Context: an optimization exercise on an open-source flow, tuned for a short achievable clock period and few clock cycles per item. The choices shown serve that exercise and are no tape-out recipe. Only the layout flow was run in this run; the RTL was not checked for function there. Power figures rest on the tool's default switching activity, not on a simulated workload.

### design/flow/design.v
`timescale 1ns/1ps
package cache_pkg;
  localparam int TAG_WIDTH      = 26;
  localparam int INDEX_WIDTH    = 2;
  localparam int OFFSET_WIDTH   = 4;   
  localparam int WORDS_PER_LINE = 4;
  localparam int NUM_SETS       = 4;
  typedef struct packed {
    logic [TAG_WIDTH-1:0]      tag;
    logic [INDEX_WIDTH-1:0]    index;
    logic [OFFSET_WIDTH-3:0]   word_off;
    logic [1:0]                byte_off;
  } cache_addr_fields_t;
  typedef union packed {
    logic [31:0]        raw;
    cache_addr_fields_t f;
  } cache_addr_u;
  typedef struct packed {
    logic        write;
    cache_addr_u addr;
    logic [31:0] wdata;
  } cpu_req_t;
  typedef struct packed {
    logic        write;
    logic [31:0] addr;    
    logic [31:0] wdata;
  } mem_req_t;
endpackage
`timescale 1ns/1ps
package cache_ctrl_pkg;
  typedef struct packed {
    logic write_en;
    logic set_valid;
    logic set_dirty;
    logic strategy_en;   
    logic offset_sel;    
  } set_ctrl_t;
  typedef enum logic [2:0] {
    IDLE,
    COMPARE,
    WRITEBACK,
    REFILL,
    RESPOND
  } ctrl_state_e;
endpackage
`timescale 1ns/1ps
`timescale 1ns/1ps
`timescale 1ns/1ps
`timescale 1ns/1ps
`timescale 1ns/1ps
`timescale 1ns/1ps
module wb_cache (
  input  logic        clk_i,
  input  logic        rst_n_i,
  input  logic        cpu_req_valid_i,
  input  logic        cpu_req_write_i,
  input  logic [31:0] cpu_req_addr_i,
  input  logic [31:0] cpu_req_wdata_i,
  output logic        busy_o,
  output logic        cpu_ready_o,
  output logic [31:0] cpu_rdata_o,
  output logic        mem_req_o,
  output logic        mem_req_write_o,
  output logic [31:0] mem_req_addr_o,
  output logic [31:0] mem_req_wdata_o,
  input  logic        mem_ack_i,
  input  logic [31:0] mem_rdata_i
);
  logic [31:0] data_q  [4][2][4];
  logic [25:0] tag_q   [4][2];
  logic        valid_q [4][2];
  logic        dirty_q [4][2];
  logic        lru_q   [4];       
  logic        busy_q;            
  logic        mem_req_q;         
  logic        wb_q;              
  logic        ready_q;
  logic [31:0] rdata_q;
  logic        mem_write_q;
  logic [31:0] mem_addr_q;        
  logic [31:0] mem_wdata_q;
  logic [1:0]  idx_q;
  logic [1:0]  word_q;
  logic [25:0] tag_r;
  logic        write_q;
  logic [31:0] wdata_q;
  logic        way_q;
  logic [1:0]  in_idx;
  logic [1:0]  in_word;
  logic [25:0] in_tag;
  logic        take;
  logic        eq   [4][2];       
  logic        hitw [2];
  logic        hit;
  logic        vway;              
  logic        vdirty;
  logic [25:0] vtag;
  logic [31:0] hit_word [2];
  assign in_idx  = cpu_req_addr_i[5:4];
  assign in_word = cpu_req_addr_i[3:2];
  assign in_tag  = cpu_req_addr_i[31:6];
  assign take    = cpu_req_valid_i && !busy_q;
  always_comb begin
    for (int s = 0; s < 4; s++) begin
      for (int w = 0; w < 2; w++) begin
        eq[s][w] = valid_q[s][w] && (tag_q[s][w] == in_tag);
      end
    end
    for (int w = 0; w < 2; w++) begin
      hitw[w]     = eq[in_idx][w];
      hit_word[w] = data_q[in_idx][w][in_word];
    end
    hit = hitw[0] || hitw[1];
    if (!valid_q[in_idx][0])      vway = 1'b0;
    else if (!valid_q[in_idx][1]) vway = 1'b1;
    else                          vway = lru_q[in_idx];
    vdirty = valid_q[in_idx][vway] && dirty_q[in_idx][vway];
    vtag   = tag_q[in_idx][vway];
  end
  logic       ack;
  logic       wb_last;
  logic       fill_last;
  logic [1:0] cnt;
  assign cnt       = mem_addr_q[3:2];
  assign ack       = busy_q && mem_ack_i;
  assign wb_last   = wb_q && (cnt == 2'd3);
  assign fill_last = !wb_q && (cnt == 2'd3);
  always_ff @(posedge clk_i or negedge rst_n_i) begin
    if (!rst_n_i) begin
      busy_q    <= 1'b0;
      mem_req_q <= 1'b0;
      ready_q   <= 1'b0;
    end else begin
      ready_q <= 1'b0;
      if (!busy_q) begin
        if (cpu_req_valid_i) begin
          busy_q    <= !hit;
          mem_req_q <= !hit;
          ready_q   <= hit;
        end
      end else if (mem_ack_i && fill_last) begin
        busy_q    <= 1'b0;
        mem_req_q <= 1'b0;
        ready_q   <= 1'b1;
      end
    end
  end
  always_ff @(posedge clk_i) begin
    if (!busy_q) begin
      idx_q       <= in_idx;
      word_q      <= in_word;
      tag_r       <= in_tag;
      write_q     <= cpu_req_write_i;
      wdata_q     <= cpu_req_wdata_i;
      way_q       <= vway;
      wb_q        <= vdirty;
      mem_write_q <= vdirty;
      mem_addr_q  <= {vdirty ? vtag : in_tag, in_idx, 4'b0000};
      mem_wdata_q <= data_q[in_idx][vway][0];
      rdata_q     <= cpu_req_write_i ? cpu_req_wdata_i : (hitw[1] ? hit_word[1] : hit_word[0]);
    end else if (mem_ack_i) begin
      if (wb_last) begin
        wb_q        <= 1'b0;
        mem_write_q <= 1'b0;
        mem_addr_q  <= {tag_r, idx_q, 4'b0000};
      end else begin
        mem_addr_q[3:2] <= cnt + 2'd1;
      end
      mem_wdata_q <= data_q[idx_q][way_q][cnt + 2'd1];
      if (!wb_q && cnt == word_q && !write_q) begin
        rdata_q <= mem_rdata_i;
      end
    end
  end
  always_ff @(posedge clk_i) begin
    for (int s = 0; s < 4; s++) begin
      for (int w = 0; w < 2; w++) begin
        for (int k = 0; k < 4; k++) begin
          if (take && cpu_req_write_i && eq[s][w] && in_idx == 2'(s) && in_word == 2'(k)) begin
            data_q[s][w][k] <= cpu_req_wdata_i;
          end else if (ack && !wb_q && idx_q == 2'(s) && way_q == 1'(w) && cnt == 2'(k)) begin
            data_q[s][w][k] <= (write_q && word_q == 2'(k)) ? wdata_q : mem_rdata_i;
          end
        end
        if (ack && fill_last && idx_q == 2'(s) && way_q == 1'(w)) begin
          tag_q[s][w] <= tag_r;
        end
      end
    end
  end
  always_ff @(posedge clk_i or negedge rst_n_i) begin
    if (!rst_n_i) begin
      for (int s = 0; s < 4; s++) begin
        lru_q[s] <= 1'b0;
        for (int w = 0; w < 2; w++) begin
          valid_q[s][w] <= 1'b0;
          dirty_q[s][w] <= 1'b0;
        end
      end
    end else begin
      for (int s = 0; s < 4; s++) begin
        for (int w = 0; w < 2; w++) begin
          if (take && cpu_req_write_i && eq[s][w] && in_idx == 2'(s)) begin
            dirty_q[s][w] <= 1'b1;
            lru_q[s]      <= !1'(w);
          end else if (ack && fill_last && idx_q == 2'(s) && way_q == 1'(w)) begin
            valid_q[s][w] <= 1'b1;
            dirty_q[s][w] <= write_q;
            lru_q[s]      <= !1'(w);
          end
        end
      end
    end
  end
  assign busy_o          = busy_q;
  assign cpu_ready_o     = ready_q;
  assign cpu_rdata_o     = rdata_q;
  assign mem_req_o       = mem_req_q;
  assign mem_req_write_o = mem_write_q;
  assign mem_req_addr_o  = mem_addr_q;
  assign mem_req_wdata_o = mem_wdata_q;
endmodule
### design/flow/run.sh
#!/bin/bash
# synth_recipe.tcl (not shown) runs the flow's synth.tcl, then flattens the netlist and writes it again
# the make line also repeats each setting of config.mk as NAME=value (left out here)
make -C /OpenROAD-flow-scripts/flow DESIGN_CONFIG=/design/flow/config.mk WORK_HOME=/design/flow/orfs CLKGATE_MAP_FILE= SYNTH_SCRIPT=/design/flow/synth_recipe.tcl finish
### design/flow/config.mk
export PLATFORM = sky130hd
export DESIGN_NAME = wb_cache
export DESIGN_NICKNAME = wb_cache
export VERILOG_FILES = /design/flow/design.v
export SDC_FILE = /design/flow/constraint.sdc
export NUM_CORES = 4
export LEC_CHECK = 0
export ABC_CLOCK_PERIOD_IN_PS = 2500
export CAP_MARGIN = 20
export CORE_MARGIN = 2
export CORE_UTILIZATION = 40
export SETUP_SLACK_MARGIN = 5
export SLEW_MARGIN = 20
### design/flow/constraint.sdc
create_clock -name core_clock -period 8.0 [get_ports {clk_i}]
set_input_delay 1.6000 -clock core_clock [delete_from_list [all_inputs] [get_ports {clk_i}]]
set_output_delay 1.6000 -clock core_clock [all_outputs]
set_load 0.01 [all_outputs]
==> key figures <==
Floorplan
  – I/O pin total: 201
  – Core Rows: 163
  – Initial Util: 40.1%
  – Die H: 448 um
  – Die width: 448 um

Synth
  – Average size of a mapped cell: 10.6 sq um
  – Yosys top cell area share: 52.8%
  – Cell Area, Synth: 0.0790 sq mm
  – Synth area leaders: edfxtp_1 53%, o21a_1 9.8%, nand2_1 6.8%
  – Cell taking the most area after synthesis: edfxtp_1
  – Syn Inst Count: 7465
  – Commonest cells in the netlist: 1424 x nand2_1, 1389 x edfxtp_1, 1027 x o21a_1, 538 x clkbuf_1, 515 x a22oi_1
  – Dominant synthesized flop cell: edfxtp_1
  – EDFF count, synth: 1389
  – Most common cell in the synthesized netlist: nand2_1
  – Ys async rst share: 1.35%
  – Synth Warn #: 9
  – Seq cells post-synth: 1410
  – Seq/Total Area, Yosys: 53.5%
  – Yosys cell types: 85

CTS
  – CTS sink count: 1410
  – CTS Hold Bufs: 0
  – Clock tree buffer depth: 3
  – Root Driver: clkbuf_16
  – H-tree lvl count: 4
  – CTS Buf Count: 163

GRT
  – First-pass GRT wire length: 1110000 um
  – Vias in the first global route: 103044
  – Pin count of the biggest net entering global routing: 45
  – GRT Total Usage: 81.2%
  – GRT overflow: 1441

Outcome
  – Stop stage: 5_1_grt
  – Error message: [ERROR GRT-0116] Global routing finished with congestion. Check the congestion regions in the DRC Viewer.
  – Run status: stopped before the end

Placement
  – Placer Congestion: 1.08
  – Dpl hpwl: 300000 um
  – Port buffer count: 196
  – Placed cell count: 9844
  – Placed Instance Area: 0.0857 sq mm
  – Setup WS pre-CTS: 1.41 ns
[metal layers]
metal | GRT usage [%] | overflow
met3 | 77.5 | 194
met1 | 82.0 | 188
met5 | 61.6 | 28
met2 | 88.3 | 611
met4 | 74.4 | 420
[power groups by stage]
stage | clock, uW | combinational (uW) | sequential, uW
after CTS | 7690 | 10200 | 9210
after detailed placement | 0 | 7640 | 9420
after global placement | 0 | 7580 | 9400
after floorplan | 0 | 3480 | 9350
[what timing repair did]
action	CTS
endpoints found under the setup margin	2466
gates cloned	270
pin swaps	338
gates resized for setup	2299
setup buffers	873
[kinds of logic after synthesis]
logic type,after synthesis,synth area share [%]
DFF,1410,53.5
other,1,0.00475
xor gates and xnor gates,217,2.42
adders and majority gates,8,0.127
and+or+nand+nor,2153,11.8
muxes,225,2.95
buffers and inverters,808,4.14
AOI/OAI and AO/OA,2643,25.1
[stage by stage]
stage / hold slack, ns / total power [uW]
floorplan: 0.453 / 12800
CTS: 0.492 / 27100
global placement: 0.472 / 17000
detailed placement: 0.476 / 17100
[worst max path at each step]
stage | from | end | slack [ns]
4_1_cts | cpu_req_addr_i[7] | data_q[13][22]$_DFFE_PP_ | 4.05
3_5_place_dp | cpu_req_addr_i[31] | data_q[28][6]$_DFFE_PP_ | 1.41
3_3_place_gp | cpu_req_addr_i[31] | data_q[28][10]$_DFFE_PP_ | 1.40
2_1_floorplan | cpu_req_addr_i[7] | data_q[14][0]$_DFFE_PP_ | 3.62
